From an optimization exercise on the open Yosys and OpenROAD flow, aimed at small area and a short achievable clock period; shortcuts taken in it are not production practice. In this exercise RTL edits were held to simulation tests only and were not proved equivalent to the original. Power and IR drop assume default switching activity.

### flow/design.v
`default_nettype none
`timescale 1ns/100ps
package isaPkg;
    localparam int dataWidth = 32;
    localparam int addrWidth = 32;
    localparam int opWidth   = 4;
    typedef enum logic [opWidth-1:0] {
        opNop  = 0,
        opBeq  = 1,
        opBne  = 2,
        opBlt  = 3,
        opBge  = 4,
        opBltu = 5,
        opBgeu = 6,
        opJal  = 7,
        opJalr = 8
    } branchOp;
endpackage
`default_nettype wire
`default_nettype none
`timescale 1ns/100ps
package rsPkg;
    localparam int tagWidth = 5;
    localparam logic [tagWidth-1:0] tagFree = '0;
    localparam logic [31:0] dataFree = '0;
    localparam int defaultRsSize = 4;
endpackage
`default_nettype wire
`default_nettype none
`timescale 1ns/100ps
module branchUnit #(
    parameter int rsSize = rsPkg::defaultRsSize
) (
    input  logic                          clk,
    input  logic                          rst,
    input  logic                          dispatchEn,
    input  logic [isaPkg::opWidth-1:0]    dispatchOp,
    input  logic [isaPkg::dataWidth-1:0]  dispatchDataO,
    input  logic [isaPkg::dataWidth-1:0]  dispatchDataT,
    input  logic [rsPkg::tagWidth-1:0]    dispatchTagO,
    input  logic [rsPkg::tagWidth-1:0]    dispatchTagT,
    input  logic [isaPkg::dataWidth-1:0]  dispatchImm,
    input  logic [isaPkg::addrWidth-1:0]  dispatchPc,
    input  logic [rsPkg::tagWidth-1:0]    dispatchDest,
    input  logic                          aluWrtEn,
    input  logic [rsPkg::tagWidth-1:0]    aluTag,
    input  logic [isaPkg::dataWidth-1:0]  aluData,
    input  logic                          lsWrtEn,
    input  logic [rsPkg::tagWidth-1:0]    lsTag,
    input  logic [isaPkg::dataWidth-1:0]  lsData,
    output logic [rsSize-1:0]             freeSlots,
    output logic                          resultValid,
    output logic [rsPkg::tagWidth-1:0]    resultTag,
    output logic                          resultTaken,
    output logic [isaPkg::addrWidth-1:0]  resultTarget,
    output logic [isaPkg::addrWidth-1:0]  resultLink
);
    localparam int tw = rsPkg::tagWidth;
    localparam int dw = isaPkg::dataWidth;
    localparam int aw = isaPkg::addrWidth;
    logic [rsSize-1:0] slotValid;
    logic [rsSize-1:0] issueSel;      
    logic [2:0]        slotOp    [rsSize];    
    logic [tw-1:0]     slotTagO  [rsSize];
    logic [tw-1:0]     slotTagT  [rsSize];
    logic [dw-1:0]     slotDataO [rsSize];
    logic [dw-1:0]     slotDataT [rsSize];
    logic [dw-1:0]     slotImm   [rsSize];
    logic [aw-1:0]     slotPc    [rsSize];
    logic [tw-1:0]     slotDest  [rsSize];
    logic aluLive, lsLive;
    assign aluLive = aluWrtEn && aluTag != '0;
    assign lsLive  = lsWrtEn  && lsTag  != '0;
    logic [rsSize-1:0] alloc;
    assign freeSlots = ~slotValid;
    assign alloc     = dispatchEn ? (freeSlots & (~freeSlots + 1'b1)) : '0;
    logic [rsSize-1:0] validNext, readyNext;
    logic [tw-1:0]     tagONow [rsSize], tagTNow [rsSize];
    logic [rsSize-1:0] hitAO, hitLO, hitAT, hitLT;
    logic              dHitAO, dHitLO, dHitAT, dHitLT, dZeroO, dZeroT;
    assign dHitAO = aluLive && dispatchTagO == aluTag;
    assign dHitLO = lsLive  && dispatchTagO == lsTag;
    assign dHitAT = aluLive && dispatchTagT == aluTag;
    assign dHitLT = lsLive  && dispatchTagT == lsTag;
    assign dZeroO = dispatchTagO == '0;
    assign dZeroT = dispatchTagT == '0;
    always_comb begin
        for (int i = 0; i < rsSize; i++) begin
            tagONow[i] = alloc[i] ? dispatchTagO : slotTagO[i];
            tagTNow[i] = alloc[i] ? dispatchTagT : slotTagT[i];
            hitAO[i] = alloc[i] ? dHitAO : aluLive && slotTagO[i] == aluTag;
            hitLO[i] = alloc[i] ? dHitLO : lsLive  && slotTagO[i] == lsTag;
            hitAT[i] = alloc[i] ? dHitAT : aluLive && slotTagT[i] == aluTag;
            hitLT[i] = alloc[i] ? dHitLT : lsLive  && slotTagT[i] == lsTag;
            validNext[i] = !rst && (alloc[i] || (slotValid[i] && !issueSel[i]));
            readyNext[i] = validNext[i]
                           && ((alloc[i] ? dZeroO : slotTagO[i] == '0) || hitAO[i] || hitLO[i])
                           && ((alloc[i] ? dZeroT : slotTagT[i] == '0) || hitAT[i] || hitLT[i]);
        end
    end
    logic [rsSize-1:0] selAO, selLO, selDO, selHO, selAT, selLT, selDT, selHT;
    assign selAO = hitAO;
    assign selLO = hitLO & ~hitAO;
    assign selDO = alloc & ~hitAO & ~hitLO;
    assign selHO = ~alloc & ~hitAO & ~hitLO;
    assign selAT = hitAT;
    assign selLT = hitLT & ~hitAT;
    assign selDT = alloc & ~hitAT & ~hitLT;
    assign selHT = ~alloc & ~hitAT & ~hitLT;
    logic              dRdyO, dRdyT;
    logic [rsSize-1:0] sRdyO, sRdyT, readyB, readyC, readyD;
    logic [rsSize-1:0] issueSelO, issueSelT, issueSelI, pickO, pickT, pickI;
    assign dRdyO = dispatchTagO == '0 || dHitAO || dHitLO;
    assign dRdyT = dispatchTagT == '0 || dHitAT || dHitLT;
    always_comb begin
        for (int i = 0; i < rsSize; i++) begin
            sRdyO[i]  = slotTagO[i] == '0 || (aluLive && slotTagO[i] == aluTag)
                        || (lsLive && slotTagO[i] == lsTag);
            sRdyT[i]  = slotTagT[i] == '0 || (aluLive && slotTagT[i] == aluTag)
                        || (lsLive && slotTagT[i] == lsTag);
            readyB[i] = !rst && ((alloc[i] && dRdyO && dRdyT)
                                 || (slotValid[i] && !issueSel[i] && sRdyO[i] && sRdyT[i]));
            readyC[i] = (alloc[i] || (slotValid[i] && !issueSel[i]))
                        && (alloc[i] ? (dRdyO && dRdyT) : (sRdyO[i] && sRdyT[i])) && !rst;
            readyD[i] = !(rst || !(alloc[i] || slotValid[i])
                          || (alloc[i] ? !(dRdyO && dRdyT)
                                       : (issueSel[i] || !sRdyO[i] || !sRdyT[i])));
        end
        pickO = readyB & (~readyB + 1'b1);
        for (int i = 0; i < rsSize; i++) begin
            pickT[i] = readyC[i];
            for (int j = 0; j < i; j++)
                pickT[i] = pickT[i] && !readyC[j];
        end
        pickI = '0;
        for (int i = rsSize - 1; i >= 0; i--)
            if (readyD[i]) pickI = '0 | (1 << i);
    end
    always_ff @(posedge clk) begin
        slotValid <= validNext;
        issueSel  <= readyNext & (~readyNext + 1'b1);
        issueSelO <= pickO;
        issueSelT <= pickT;
        issueSelI <= pickI;
    end
    always_ff @(posedge clk) begin
        for (int i = 0; i < rsSize; i++) begin
            slotTagO[i] <= (hitAO[i] || hitLO[i]) ? '0 : tagONow[i];
            slotTagT[i] <= (hitAT[i] || hitLT[i]) ? '0 : tagTNow[i];
            slotDataO[i] <= ({dw{selAO[i]}} & aluData) | ({dw{selLO[i]}} & lsData)
                          | ({dw{selDO[i]}} & dispatchDataO) | ({dw{selHO[i]}} & slotDataO[i]);
            slotDataT[i] <= ({dw{selAT[i]}} & aluData) | ({dw{selLT[i]}} & lsData)
                          | ({dw{selDT[i]}} & dispatchDataT) | ({dw{selHT[i]}} & slotDataT[i]);
            if (alloc[i]) begin
                slotOp[i]   <= dispatchOp[2:0];
                slotImm[i]  <= dispatchImm;
                slotPc[i]   <= dispatchPc;
                slotDest[i] <= dispatchDest;
            end
        end
    end
    logic [2:0]    selOp;
    logic [dw-1:0] selO, selT, selImm;
    logic [aw-1:0] selPc;
    logic [tw-1:0] selDest;
    always_comb begin
        selOp = '0; selO = '0; selT = '0; selImm = '0; selPc = '0; selDest = '0;
        for (int i = 0; i < rsSize; i++) begin
            selOp   = selOp   | ({3{issueSel[i]}}  & slotOp[i]);
            selO    = selO    | ({dw{issueSelO[i]}} & slotDataO[i]);
            selT    = selT    | ({dw{issueSelT[i]}} & slotDataT[i]);
            selImm  = selImm  | ({dw{issueSelI[i]}} & slotImm[i]);
            selPc   = selPc   | ({aw{issueSel[i]}} & slotPc[i]);
            selDest = selDest | ({tw{issueSel[i]}} & slotDest[i]);
        end
    end
    logic          ltu, lts, eq, taken;
    logic [aw-1:0] jalrSum;
    assign eq      = selO == selT;
    assign ltu     = selO < selT;
    assign lts     = (selO[dw-1] ^ selT[dw-1]) ? selO[dw-1] : ltu;
    assign jalrSum = selO + selImm;
    always_comb begin
        case (selOp)
            3'd1:    taken = eq;
            3'd2:    taken = !eq;
            3'd3:    taken = lts;
            3'd4:    taken = !lts;
            3'd5:    taken = ltu;
            3'd6:    taken = !ltu;
            default: taken = 1'b1;
        endcase
    end
    always_ff @(posedge clk) begin
        resultValid  <= !rst && |issueSel;
        resultTaken  <= taken;
        resultTag    <= selDest;
        resultTarget <= (selOp == 3'd0) ? {jalrSum[aw-1:1], 1'b0} : selPc + selImm;
        resultLink   <= selPc + 32'd4;
    end
endmodule
`default_nettype wire
### flow/flow/run.sh
#!/bin/bash
# Standard ORFS layout with two changes: the port buffers are the smallest
# plain buffer (buf_1, upsized by repair where timing needs it) instead of a
# delay cell, and CTS uses clkbuf_8 without dummy loads.
set -euo pipefail
bash standard.sh \
  "BUFFER_PORTS_ARGS=-buffer_cell sky130_fd_sc_hd__buf_1" \
  "CTS_ARGS=-sink_clustering_enable -repair_clock_nets -dont_use_dummy_load -buf_list sky130_fd_sc_hd__clkbuf_8" \
  finish > flow.log 2>&1
### flow/standard.sh
#!/bin/bash
# synth_recipe.tcl (not shown) runs the flow's synth.tcl, then flattens the netlist and writes it again
# the make line also repeats each setting of config.mk as NAME=value (left out here)
make -C /OpenROAD-flow-scripts/flow DESIGN_CONFIG=/design/flow/config.mk WORK_HOME=/design/flow/orfs CLKGATE_MAP_FILE= SYNTH_SCRIPT=/design/flow/synth_recipe.tcl "${@:-finish}"
### flow/config.mk
export PLATFORM = sky130hd
export DESIGN_NAME = branchUnit
export DESIGN_NICKNAME = branchUnit
export VERILOG_FILES = /design/flow/design.v
export SDC_FILE = /design/flow/constraint.sdc
export NUM_CORES = 4
export LEC_CHECK = 0
export ABC_CLOCK_PERIOD_IN_PS = 3000
export CAP_MARGIN = 20
export CORE_MARGIN = 2
export CORE_UTILIZATION = 45
export SETUP_SLACK_MARGIN = 3.0
export SLEW_MARGIN = 20
### flow/constraint.sdc
create_clock -name core_clock -period 6.0 [get_ports {clk}]
set_input_delay 1.2000 -clock core_clock [delete_from_list [all_inputs] [get_ports {clk}]]
set_output_delay 1.2000 -clock core_clock [all_outputs]
set_load 0.01 [all_outputs]
==> flow_summary.toml <==
[run_status]
status = "finished clean"

[clock_tree]
clkLatencyLatePin_ns = 0.75
cts_root_buffer = "clkbuf_8"
clockBufferDepth = 3
cts.sinks = 675
cts-htree-levels = 3
tritoncts = "built"
cts_buffers = 113
path_clk_slew_ns = 0.06

[detailed_routing]
drt-vias-per-instance = 6.46
firstDrtPassIters = 10
vias = 29500
drcViolationCount = 0
drt_iter0_drc = 5018
routedWlPerCell_um = 28.0
wirelength_um = 128000
highest_layer = "met5"
dr_wl_met3_um = 14800
antenna_left = 0
met1_length_um = 47600
wl_met2_um = 57900

[synth]
synth_seq_area_share_pct = 51.9
synth_largest_area_cell = "edfxtp_1"
synth_flop_cell = "dfxtp_1"
synthCells = 3149
async_flop_share_pct = 0
postSynthAreaPerCell_um2 = 10.0
yosys_warnings = 11
synth.cell_area_mm2 = 0.0316
synth.area.top_cells = "edfxtp_1, dfxtp_1, nand2_1, a222oi_1, a22oi_1"
mappedNetlistNets = 3471
synth.distinct_cells = 78
ys_ff_latch = 675
synth_edf_count = 288
synth_top_area_share_pct = 27.4

[timing]
fin_skew_ns = 0.0693
setup_viol = 0
finalMaxSlewViolations = 0
setup_tns_ns = 0
period_needed_ns = 3.45
grt_setup_unrepaired = "true"
tightest_slew_ns = 0.944
relSlewSlack_pct = 37.0
min_period_over_period_pct = 57.5
fmax_mhz = 290
finalHoldViolations = 0

[worst_setup_path]
worstPathRequired_ns = 6.59
worstSetupPathType = "reg2reg"
crit_arrival_ns = 4.04
cp-end-kind = "flip-flop"
crit_path_start_kind = "flip-flop"
crit_fanout = 7

[power_and_ir_drop]
p_per_area_mw_per_mm2 = 288
p_leak_nw = 15.5
peakVddDrop_uv = 175

[place]
place_congestion = 0.917
port_buffers = 299
place.detailed.hpwl_um = 75100

[flow_run]
maxCapViolations = 0

[global_route]
grt_pass1_wl_um = 181000
grt_max_degree = 55
overflow = 0
track_usage_pct = 34.0
antenna_found_initial = 22
grt_pass1_vias = 28300

[die]
ios = 301
row_count = 97
die_w_um = 269
start_util_pct = 45.2
core_mm2 = 0.0698
die_area_mm2 = 0.0723
die_h_um = 269

[layout]
layout-drive-gt1-share_pct = 22.3
nets = 3932
syn_to_final_growth_pct = 27.0
finalCoreUtilization_pct = 57.5

[hold_path]
hold_class = "reg2reg"
[registers in the layout (all words and copies together), names as in the netlist]
| register | flops |
|---|---|
| resultValid | 1 |
| issueSelI | 4 |
| slotDest | 20 |
| issueSelT | 4 |
| slotTagT | 20 |
| issueSel | 4 |
| slotOp | 12 |
| slotDataT | 128 |
| slotPc | 128 |
| resultLink | 32 |
| resultTaken | 1 |
| slotValid | 4 |
| issueSelO | 4 |
| slotImm | 128 |
| resultTag | 5 |
| slotTagO | 20 |
| resultTarget | 32 |
| slotDataO | 128 |
[metal layers]
metal	vias to the layer above	track usage, %
met5	-	0
met4	12	17.9
met3	460	10.0
met2	1900	54.0
met1	14300	41.8
li1	12900	-
[worst max-delay path, stage by stage (launching register included)]
cell,delay (ns)
dfxtp_4,0.41
buf_4,0.19
a22oi_1,0.22
nand2_2,0.17
ha_4,0.28
a21oi_1,0.21
o21ai_0,0.17
a41o_1,0.27
a221o_1,0.39
o211ai_1,0.19
buf_4,0.17
a21oi_4,0.06
a31oi_2,0.21
xor2_1,0.22
o221ai_2,0.12
[final timing paths]
| check | start | end | slack (ns) | cells after the start |
|---|---|---|---|---|
| worst min register to register | slotDest[1][0] | resultTag[0] | 0.46 | 2 |
| worst max register to register | issueSel[0] | resultTarget[28] | 2.55 | 14 |
| worst max-delay path | issueSel[0] | resultTarget[28] | 2.55 | 14 |
| worst min-delay path | slotDest[1][0] | resultTag[0] | 0.46 | 2 |
[logic make-up (layout without fill, tap and decap cells)]
kind of cell	after synthesis	in the layout	share of synthesized area [%]
simple gates	1049	1067	14.0
compound gates	855	856	21.4
flops	675	675	51.9
buf+inv	292	732	3.69
xor+xnor	170	170	4.72
fa+ha+maj	96	96	3.85
mux	12	12	0.388
other cells	0	14	0
[Yosys cell counts (all sizes together) (18+ instances only)]
library cell	count
o21a	20
nand2b	18
inv	32
edfxtp	288
buf	32
a21o	37
xnor2	94
nand4	24
a221oi	34
clkbuf	227
nor3	24
a222oi	256
ha	94
nand2	754
a22o	33
xor2	76
a22oi	210
a21oi	122
o21ai	60
nor2	105
nand3	36
dfxtp	387
[per-stage QoR]
| step | worst slack (ns) | instances | hold slack [ns] | instance area, um2 | power [mW] |
|---|---|---|---|---|---|
| finish | 2.55 | 4562 | 0.455 | 40100 | 11.5 |
| global route | 2.44 | 4558 | 0.478 | 40100 | 12.0 |
| CTS | 2.62 | 4462 | 0.462 | 38300 | 11.4 |
| detailed placement | 1.39 | 4180 | 0.452 | 33600 | 7.90 |
| global placement | 1.45 | 4180 | 0.433 | 33600 | 7.75 |
| floorplan | 2.50 | 3149 | 0.428 | 32200 | 7.33 |
[placed cells by master (no fill, tap or decap), types with 25 or more instances in the layout]
cell      count
a21o_1       37
a21oi_1     100
a222oi_1    256
a22o_1       32
a22oi_1     153
a22oi_2      57
buf_1       285
buf_12       52
buf_4       190
buf_6        28
clkbuf_8    114
dfxtp_1     371
edfxtp_1    288
ha_1         51
ha_4         41
inv_1        26
nand2_1     686
nand2_2      58
nand3_1      34
nor2_1       73
nor2_4       37
o21ai_0      25
xnor2_1      86
xor2_1       75
[power by group]
| group | internal [mW] | switching (mW) |
|---|---|---|
| clock network | 1.64 | 1.69 |
| registers | 5.59 | 0.520 |
| logic | 0.939 | 1.15 |
| total | 8.18 | 3.36 |
[layout make-up]
type / instances / area [um2]
diodes: 14 / 35.0
inverters: 33 / 145
clock buffers: 113 / 1560
well taps: 940 / 1180
fillers: 5790 / 29700
flip-flops and latches: 675 / 16500
multi-input cells: 2201 / 16400
repair buffers: 586 / 4320
[timing repair]
item                                    4_1_cts  5_1_grt
cloned                                       25        1
pin swaps                                    93      125
setup buffers                               144       85
resized for setup                           327      194
hold buffers                                  0        0
endpoints found under the setup margin      421      312

re-timing with driven ports:
No port has a modelled driver above. Below, the same layout with a new extraction and two added sets of constraints. Step 1 (the two cells are an assumption about what drives the block):
set clk [get_ports {clk}]
set_driving_cell -lib_cell sky130_fd_sc_hd__clkbuf_16 $clk
set_driving_cell -lib_cell sky130_fd_sc_hd__buf_2 [delete_from_list [all_inputs] $clk]
Step 2 adds t to the input delays and takes it off the output delays; t is the mean of the earliest and latest rising clock arrival at the registers after step 1. Input paths then give back, and output paths get back, about the clock's delay inside the block. Three values: ideal ports, drivers, drivers and shift; two values: the first two.
shift t [ns]: 0.788
setup slack, ns: 2.550 / 2.550 / 2.134
hold WS [ns]: 0.455 / 0.455 / 0.455
worst setup path after step 2: input to register
cell pins on the clock port's net: 1
After both steps setup and hold are still met in this run. For this run, drivers alone change the setup slack by 0.000 ns; drivers and shift together by -0.416 ns.
